This design comes from an exercise in tuning for small area and a short achievable clock period on the open sky130 flow, not from production work. The RTL was checked by simulation tests, not by an equivalence proof against the original design.

==> v22: inputs <==
// cpu_datapath
module cpu_datapath #(
    parameter int DATA_WIDTH = 32
) (
    input  logic                  clk,
    input  logic                  clr,
    input  logic                  R0_select,
    input  logic                  R1_select,
    input  logic                  R2_select,
    input  logic                  PC_select,
    input  logic                  MDR_select,
    input  logic                  InPort_select,
    input  logic                  HI_select,
    input  logic                  LO_select,
    input  logic                  ZHI_select,
    input  logic                  ZLO_select,
    input  logic                  C_select,
    input  logic                  PC_select_write,
    input  logic                  MDR_select_write,
    input  logic                  MAR_select_write,
    input  logic                  InPort_select_write,
    input  logic                  OutPort_select_write,
    input  logic                  HI_select_write,
    input  logic                  LO_select_write,
    input  logic                  ZHI_select_write,
    input  logic                  ZLO_select_write,
    input  logic                  C_select_write,
    input  logic                  RY_select_write,
    input  logic                  RF_enable,
    input  logic [3:0]            RF_write,
    input  logic                  AND_select,
    input  logic                  OR_select,
    input  logic                  ADD_select,
    input  logic                  SUB_select,
    input  logic                  MUL_select,
    input  logic                  DIV_select,
    input  logic                  SHR_select,
    input  logic                  SHRA_select,
    input  logic                  SHL_select,
    input  logic                  ROR_select,
    input  logic                  ROL_select,
    input  logic                  NEG_select,
    input  logic                  NOT_select,
    input  logic [DATA_WIDTH-1:0] MDR_data,
    input  logic [DATA_WIDTH-1:0] IO_data_in,
    output logic [DATA_WIDTH-1:0] IO_data_out,
    output logic [DATA_WIDTH-1:0] MAR_data
);
    logic [DATA_WIDTH-1:0]   gpr [cpu_datapath_pkg::N_GPR];
    logic [DATA_WIDTH-1:0]   pc, mdr, mar, inport, outport, hi, lo, zhi, zlo, c_reg, ry;
    logic [DATA_WIDTH-1:0]   bus;
    logic [cpu_datapath_pkg::N_SRC-1:0]        bus_sel;
    logic [DATA_WIDTH-1:0]   src_val [cpu_datapath_pkg::N_SRC];
  ...
==> module cpu_div, before the edit <==
module cpu_div (
    input  logic [31:0] a,
    input  logic [31:0] b,
    output logic [31:0] q,
    output logic [31:0] r
);
    localparam int W = 34;
    logic        sa, sb, tneg, bz;
    logic [31:0] am;
    logic [31:0] aor;
    assign sa = a[31];
    assign sb = b[31];
    assign tneg = sa ^ sb;
    assign bz = (b == 32'd0);
    assign aor[0] = 1'b0;
    genvar j;
    generate
        for (j = 1; j < 32; j++) begin : g_aor
            assign aor[j] = aor[j-1] | a[j-1];
        end
    endgenerate
    assign am = a ^ ({32{sa}} & aor);
    logic [31:0] z0, z1, z2, z3, z4;
    logic [31:0] t0, t1, t2, t3, t4, t5;
    logic [63:0] x0, x1, x2, x3, x4, x5;
    logic [4:0]  k;
    assign z0 = b ^ {32{sb}};
    assign t0 = b;
    assign x0 = {32'd0, am};
    assign k[4] = (z0[30:15] == 16'd0);
    assign z1 = k[4] ? {z0[15:0], 16'd0} : z0;
    assign t1 = k[4] ? {t0[15:0], 16'd0} : t0;
    assign x1 = k[4] ? {x0[47:0], 16'd0} : x0;
    assign k[3] = (z1[30:23] == 8'd0);
    assign z2 = k[3] ? {z1[23:0], 8'd0} : z1;
    assign t2 = k[3] ? {t1[23:0], 8'd0} : t1;
    assign x2 = k[3] ? {x1[55:0], 8'd0} : x1;
    assign k[2] = (z2[30:27] == 4'd0);
    assign z3 = k[2] ? {z2[27:0], 4'd0} : z2;
    assign t3 = k[2] ? {t2[27:0], 4'd0} : t2;
    assign x3 = k[2] ? {x2[59:0], 4'd0} : x2;
    assign k[1] = (z3[30:29] == 2'd0);
    assign z4 = k[1] ? {z3[29:0], 2'd0} : z3;
    assign t4 = k[1] ? {t3[29:0], 2'd0} : t3;
    assign x4 = k[1] ? {x3[61:0], 2'd0} : x3;
    assign k[0] = (z4[30] == 1'b0);
    assign t5 = k[0] ? {t4[30:0], 1'd0} : t4;
    assign x5 = k[0] ? {x4[62:0], 1'd0} : x4;
    logic [W-1:0] d;
    logic [3:0]   idx;
    assign d   = {{(W-32){t5[31]}}, t5};
    assign idx = t5[29:26] ^ {4{sb}};
    logic [W-1:0] s_v [0:16];
    logic [W-1:0] c_v [0:16];
    logic [31:0]  qp, qn;
    assign s_v[0] = {2'b00, x5[63:32]};
    assign c_v[0] = '0;
    generate
        for (j = 0; j < 16; j++) begin : g_stage
            cpu_div_stage u_st (
                .s_in  (s_v[j]),
                .c_in  (c_v[j]),
                .xb    (x5[31-2*j -: 2]),
                .d     (d),
                .idx   (idx),
                .sb    (sb),
                .tneg  (tneg),
                .s_out (s_v[j+1]),
                .c_out (c_v[j+1]),
                .qp    (qp[31-2*j -: 2]),
                .qn    (qn[31-2*j -: 2])
            );
        end
    endgenerate
    logic [W-1:0] rr, rr2, dmag, rc;
    logic         rneg;
    logic [31:0]  rm, qq;
    logic [1:0]   qadd;
    assign dmag = sb ? -d : d;
    assign rr   = s_v[16] + c_v[16];
    assign rr2  = s_v[16] + c_v[16] + dmag;
    assign rneg = rr[W-1];
    assign rc   = rneg ? rr2 : rr;
    assign rm   = rc[31:0] >> k;
    assign qadd = rneg ? (tneg ? 2'd2 : 2'd0) : 2'd1;
    assign qq   = qp + ~qn + {30'd0, qadd};
    assign q = bz ? 32'd0 : qq;
    assign r = bz ? 32'd0 : (sa ? -rm : rm);
endmodule
==> module cpu_div_stage, before the edit <==
module cpu_div_stage (
    input  logic [33:0] s_in,
    input  logic [33:0] c_in,
    input  logic [1:0]  xb,
    input  logic [33:0] d,
    input  logic [3:0]  idx,
    input  logic        sb,
    input  logic        tneg,
    output logic [33:0] s_out,
    output logic [33:0] c_out,
    output logic [1:0]  qp,
    output logic [1:0]  qn
);
    logic [33:0] ys, yc, mm, m, cy;
    logic signed [6:0] est, m2, m1, m0, mn1;
    logic        sel2, sel1, pos, inv, nz;
    assign ys  = {s_in[31:0], xb};
    assign yc  = {c_in[31:0], 2'b00};
    assign est = ys[33:27] + yc[33:27];
    always_comb begin
        case (idx)
            4'd0:  m2 = 7'sd12;
            4'd1:  m2 = 7'sd13;
            4'd2:  m2 = 7'sd13;
            4'd3:  m2 = 7'sd14;
            4'd4:  m2 = 7'sd15;
            4'd5:  m2 = 7'sd15;
            4'd6:  m2 = 7'sd16;
            4'd7:  m2 = 7'sd17;
            4'd8:  m2 = 7'sd18;
            4'd9:  m2 = 7'sd18;
            4'd10: m2 = 7'sd19;
            4'd11: m2 = 7'sd20;
            4'd12: m2 = 7'sd20;
            4'd13: m2 = 7'sd21;
            default: m2 = 7'sd22;
        endcase
        mn1 = -m2 - 7'sd1;
        m1  = (idx >= 4'd6) ? 7'sd6 : 7'sd4;
        m0  = (idx >= 4'd6) ? -7'sd7 : -7'sd5;
    end
    assign pos  = (est >= m1);
    assign sel2 = (est >= m2) | (est < mn1);
    assign sel1 = ~sel2 & ((est >= m1) | (est < m0));
    assign nz   = sel1 | sel2;
    assign inv  = (pos ^ sb) & nz;
    assign mm   = ({34{sel1}} & d) | ({34{sel2}} & {d[32:0], 1'b0});
    assign m    = mm ^ {34{inv}};
    assign s_out = ys ^ yc ^ m;
    assign cy    = (ys & yc) | (ys & m) | (yc & m);
    assign c_out = {cy[32:0], inv};
    assign qp = (nz & (pos ^ tneg)) ? {sel2, sel1} : 2'b00;
    assign qn = (nz & ~(pos ^ tneg)) ? {sel2, sel1} : 2'b00;
endmodule
clock: 120.0 ns
lec_check: 0
cap_margin: 20
core_margin: 2
core_utilization: 30
slew_margin: 20
run.sh (not shown) runs the stock make flow with config.mk's settings and CLKGATE_MAP_FILE= SYNTH_SCRIPT=/design/flow/synth_recipe.tcl, a recipe that flattens the netlist after the stock synthesis.
==> inputs of v9, as changes to v22 <==
--- a/flow/design.v
+++ b/flow/design.v
@@ -123,26 +123,45 @@
     assign am = a ^ ({32{sa}} & aor);
-    logic [31:0] z0, z1, z2, z3, z4;
+    logic [31:0] zl;
+    logic [4:0]  k;
+    assign zl = {b[30:0] ^ {31{sb}}, 1'b1};
+    logic [7:0]  v1;
+    logic [15:0] c1;
+    genvar g;
+    generate
+        for (g = 0; g < 8; g++) begin : g_lz4
+            logic [3:0] n;
+            assign n = zl[31-4*g -: 4];
+            assign v1[g] = |n;
+            assign c1[2*g +: 2] = n[3] ? 2'd0 : n[2] ? 2'd1 : n[1] ? 2'd2 : 2'd3;
+        end
+    endgenerate
+    logic [3:0]  v2;
+    logic [11:0] c2;
+    generate
+        for (g = 0; g < 4; g++) begin : g_lz8
+            assign v2[g] = v1[2*g] | v1[2*g+1];
+            assign c2[3*g +: 3] = v1[2*g] ? {1'b0, c1[4*g +: 2]} : {1'b1, c1[4*g+2 +: 2]};
+        end
+    endgenerate
+    logic [1:0]  v3;
+    logic [7:0]  c3;
+    generate
+        for (g = 0; g < 2; g++) begin : g_lz16
+            assign v3[g] = v2[2*g] | v2[2*g+1];
+            assign c3[4*g +: 4] = v2[2*g] ? {1'b0, c2[6*g +: 3]} : {1'b1, c2[6*g+3 +: 3]};
+        end
+    endgenerate
+    assign k = v3[0] ? {1'b0, c3[3:0]} : {1'b1, c3[7:4]};
     logic [31:0] t0, t1, t2, t3, t4, t5;
     logic [63:0] x0, x1, x2, x3, x4, x5;
-    logic [4:0]  k;
-    assign z0 = b ^ {32{sb}};
     assign t0 = b;
     assign x0 = {32'd0, am};
-    assign k[4] = (z0[30:15] == 16'd0);
-    assign z1 = k[4] ? {z0[15:0], 16'd0} : z0;
     assign t1 = k[4] ? {t0[15:0], 16'd0} : t0;
     assign x1 = k[4] ? {x0[47:0], 16'd0} : x0;
-    assign k[3] = (z1[30:23] == 8'd0);
-    assign z2 = k[3] ? {z1[23:0], 8'd0} : z1;
     assign t2 = k[3] ? {t1[23:0], 8'd0} : t1;
     assign x2 = k[3] ? {x1[55:0], 8'd0} : x1;
-    assign k[2] = (z2[30:27] == 4'd0);
-    assign z3 = k[2] ? {z2[27:0], 4'd0} : z2;
     assign t3 = k[2] ? {t2[27:0], 4'd0} : t2;
     assign x3 = k[2] ? {x2[59:0], 4'd0} : x2;
-    assign k[1] = (z3[30:29] == 2'd0);
-    assign z4 = k[1] ? {z3[29:0], 2'd0} : z3;
     assign t4 = k[1] ? {t3[29:0], 2'd0} : t3;
     assign x4 = k[1] ? {x3[61:0], 2'd0} : x3;
-    assign k[0] = (z4[30] == 1'b0);
     assign t5 = k[0] ? {t4[30:0], 1'd0} : t4;
@@ -155,2 +174,3 @@
     logic [W-1:0] c_v [0:16];
+    logic [16:0]  sel2_v, nz_v, pos_v;
     logic [31:0]  qp, qn;
@@ -158,2 +178,9 @@
     assign c_v[0] = '0;
+    cpu_div_qsel u_q0 (
+        .idx  (idx),
+        .est  (x5[63:56]),
+        .sel2 (sel2_v[0]),
+        .nz   (nz_v[0]),
+        .pos  (pos_v[0])
+    );
     generate
@@ -168,2 +195,5 @@
                 .tneg  (tneg),
+                .sel2  (sel2_v[j]),
+                .nz    (nz_v[j]),
+                .pos   (pos_v[j]),
                 .s_out (s_v[j+1]),
@@ -171,3 +201,6 @@
                 .qp    (qp[31-2*j -: 2]),
-                .qn    (qn[31-2*j -: 2])
+                .qn    (qn[31-2*j -: 2]),
+                .sel2_n(sel2_v[j+1]),
+                .nz_n  (nz_v[j+1]),
+                .pos_n (pos_v[j+1])
             );
@@ -175,3 +208,3 @@
     endgenerate
-    logic [W-1:0] rr, rr2, dmag, rc;
+    logic [W-1:0] sf, cf, e, dme, dinc, t1s, t1c, t2s, t2c, a1, a2, rsum, rc;
     logic         rneg;
@@ -179,8 +212,26 @@
     logic [1:0]   qadd;
-    assign dmag = sb ? -d : d;
-    assign rr   = s_v[16] + c_v[16];
-    assign rr2  = s_v[16] + c_v[16] + dmag;
-    assign rneg = rr[W-1];
-    assign rc   = rneg ? rr2 : rr;
-    assign rm   = rc[31:0] >> k;
+    assign sf = s_v[16];
+    assign cf = c_v[16];
+    assign e  = {W{sa}};
+    logic [W:0] dcy;
+    assign dcy[0] = sb ? ~sa : sa;
+    generate
+        for (j = 0; j < W; j++) begin : g_dinc
+            assign dinc[j]  = ~d[j] ^ dcy[j];
+            assign dcy[j+1] = ~d[j] & dcy[j];
+        end
+    endgenerate
+    assign dme = dinc ^ {W{~sb}};
+    assign rsum = sf + cf;
+    assign rneg = rsum[W-1];
+    assign t1s = sf ^ cf ^ e;
+    assign t1c = {((sf[W-2:0] & cf[W-2:0]) | (sf[W-2:0] & e[W-2:0]) | (cf[W-2:0] & e[W-2:0])), 1'b0};
+    assign t2s = sf ^ cf ^ dme;
+    assign t2c = {((sf[W-2:0] & cf[W-2:0]) | (sf[W-2:0] & dme[W-2:0]) | (cf[W-2:0] & dme[W-2:0])), 1'b0};
+    assign a1 = (t1s + t1c) ^ e;
+    assign a2 = (t2s + t2c) ^ e;
+    assign rc = rneg ? a2 : a1;
+    logic signed [W-1:0] rcs;
+    assign rcs = rc;
+    assign rm = 32'(rcs >>> k);
     assign qadd = rneg ? (tneg ? 2'd2 : 2'd0) : 2'd1;
@@ -188,3 +239,3 @@
     assign q = bz ? 32'd0 : qq;
-    assign r = bz ? 32'd0 : (sa ? -rm : rm);
+    assign r = bz ? 32'd0 : rm;
 endmodule
@@ -198,2 +249,5 @@
     input  logic        tneg,
+    input  logic        sel2,
+    input  logic        nz,
+    input  logic        pos,
     output logic [33:0] s_out,
@@ -201,36 +255,13 @@
     output logic [1:0]  qp,
-    output logic [1:0]  qn
+    output logic [1:0]  qn,
+    output logic        sel2_n,
+    output logic        nz_n,
+    output logic        pos_n
 );
     logic [33:0] ys, yc, mm, m, cy;
-    logic signed [6:0] est, m2, m1, m0, mn1;
-    logic        sel2, sel1, pos, inv, nz;
-    assign ys  = {s_in[31:0], xb};
-    assign yc  = {c_in[31:0], 2'b00};
-    assign est = ys[33:27] + yc[33:27];
-    always_comb begin
-        case (idx)
-            4'd0:  m2 = 7'sd12;
-            4'd1:  m2 = 7'sd13;
-            4'd2:  m2 = 7'sd13;
-            4'd3:  m2 = 7'sd14;
-            4'd4:  m2 = 7'sd15;
-            4'd5:  m2 = 7'sd15;
-            4'd6:  m2 = 7'sd16;
-            4'd7:  m2 = 7'sd17;
-            4'd8:  m2 = 7'sd18;
-            4'd9:  m2 = 7'sd18;
-            4'd10: m2 = 7'sd19;
-            4'd11: m2 = 7'sd20;
-            4'd12: m2 = 7'sd20;
-            4'd13: m2 = 7'sd21;
-            default: m2 = 7'sd22;
-        endcase
-        mn1 = -m2 - 7'sd1;
-        m1  = (idx >= 4'd6) ? 7'sd6 : 7'sd4;
-        m0  = (idx >= 4'd6) ? -7'sd7 : -7'sd5;
-    end
-    assign pos  = (est >= m1);
-    assign sel2 = (est >= m2) | (est < mn1);
-    assign sel1 = ~sel2 & ((est >= m1) | (est < m0));
-    assign nz   = sel1 | sel2;
+    logic [7:0]  ea, est;
+    logic        sel1, inv;
+    assign ys   = {s_in[31:0], xb};
+    assign yc   = {c_in[31:0], 2'b00};
+    assign sel1 = nz & ~sel2;
     assign inv  = (pos ^ sb) & nz;
@@ -243,2 +274,46 @@
     assign qn = (nz & ~(pos ^ tneg)) ? {sel2, sel1} : 2'b00;
+    assign ea  = ys[31:24] + yc[31:24];
+    assign est = ea + m[31:24];
+    cpu_div_qsel u_q (
+        .idx  (idx),
+        .est  (est),
+        .sel2 (sel2_n),
+        .nz   (nz_n),
+        .pos  (pos_n)
+    );
+endmodule
+module cpu_div_qsel (
+    input  logic [3:0] idx,
+    input  logic [7:0] est,
+    output logic       sel2,
+    output logic       nz,
+    output logic       pos
+);
+    logic signed [7:0] e, m2, m1, m0, mn1;
+    assign e = est;
+    always_comb begin
+        case (idx)
+            4'd0:  m2 = 8'sd24;
+            4'd1:  m2 = 8'sd26;
+            4'd2:  m2 = 8'sd26;
+            4'd3:  m2 = 8'sd28;
+            4'd4:  m2 = 8'sd30;
+            4'd5:  m2 = 8'sd30;
+            4'd6:  m2 = 8'sd32;
+            4'd7:  m2 = 8'sd34;
+            4'd8:  m2 = 8'sd36;
+            4'd9:  m2 = 8'sd36;
+            4'd10: m2 = 8'sd38;
+            4'd11: m2 = 8'sd40;
+            4'd12: m2 = 8'sd40;
+            4'd13: m2 = 8'sd42;
+            default: m2 = 8'sd44;
+        endcase
+        mn1 = -m2 - 8'sd2;
+        m1  = (idx >= 4'd6) ? 8'sd12 : 8'sd8;
+        m0  = (idx >= 4'd6) ? -8'sd14 : -8'sd10;
+    end
+    assign pos  = (e >= m1);
+    assign sel2 = (e >= m2) | (e < mn1);
+    assign nz   = sel2 | (e >= m1) | (e < m0);
 endmodule
ABC_AREA = 1   (was not set)
CORE_UTILIZATION = 45   (was 30)
==> summary of the runs <==
- Of v9 and v22, v9 has the higher count of clock-buffer cells in the layout (gap 2).
- Between v9 and v22, the lower synthesized area is in v9 (gap 2.8%, measured against v22).
- Between v9 and v22, the lower critical path depth is in v22 (gap 37).
- Between v22 and v9, the lower die area is in v9 (gap about 54%, measured against v9).
- Of v9 and v22, v22 has the higher non-clock buffer count (gap 159).
- In v22 the clock skew is higher than in v9, by 0.011 ns.

==> what the ideal ports hide <==
In the flow no input, the clock included, has a driving cell. The finished layouts below were timed again as built, in two steps.
Step 1 assumes that a clkbuf_16 drives the clock port and a buf_2 every other input.
Step 2, shift: input delay + t, output delay - t, t = (earliest + latest rising clock arrival at the registers) / 2. This alone moves slack from input paths to output paths.
a / b / c = no drivers / after step 1 / after step 2; a / b = the first two.
| run | t (ns) | setup WS [ns] | hold WS [ns] | worst slew at a driven data input, ns | pins driven straight from the clock port |
|---|---|---|---|---|---|
| v22 | 0.702 | 7.028 / 7.024 / 6.323 | 0.497 / 0.497 / 0.497 | 0.21 | 1 |
| v9 | 0.689 | 13.326 / 13.358 / 12.669 | 0.485 / 0.485 / 0.485 | 0.11 | 1 |
After both steps setup and hold are still met in every run listed. The setup slack of v22, which loses most, moves by -0.004 ns with the drivers and by -0.705 ns with both steps.
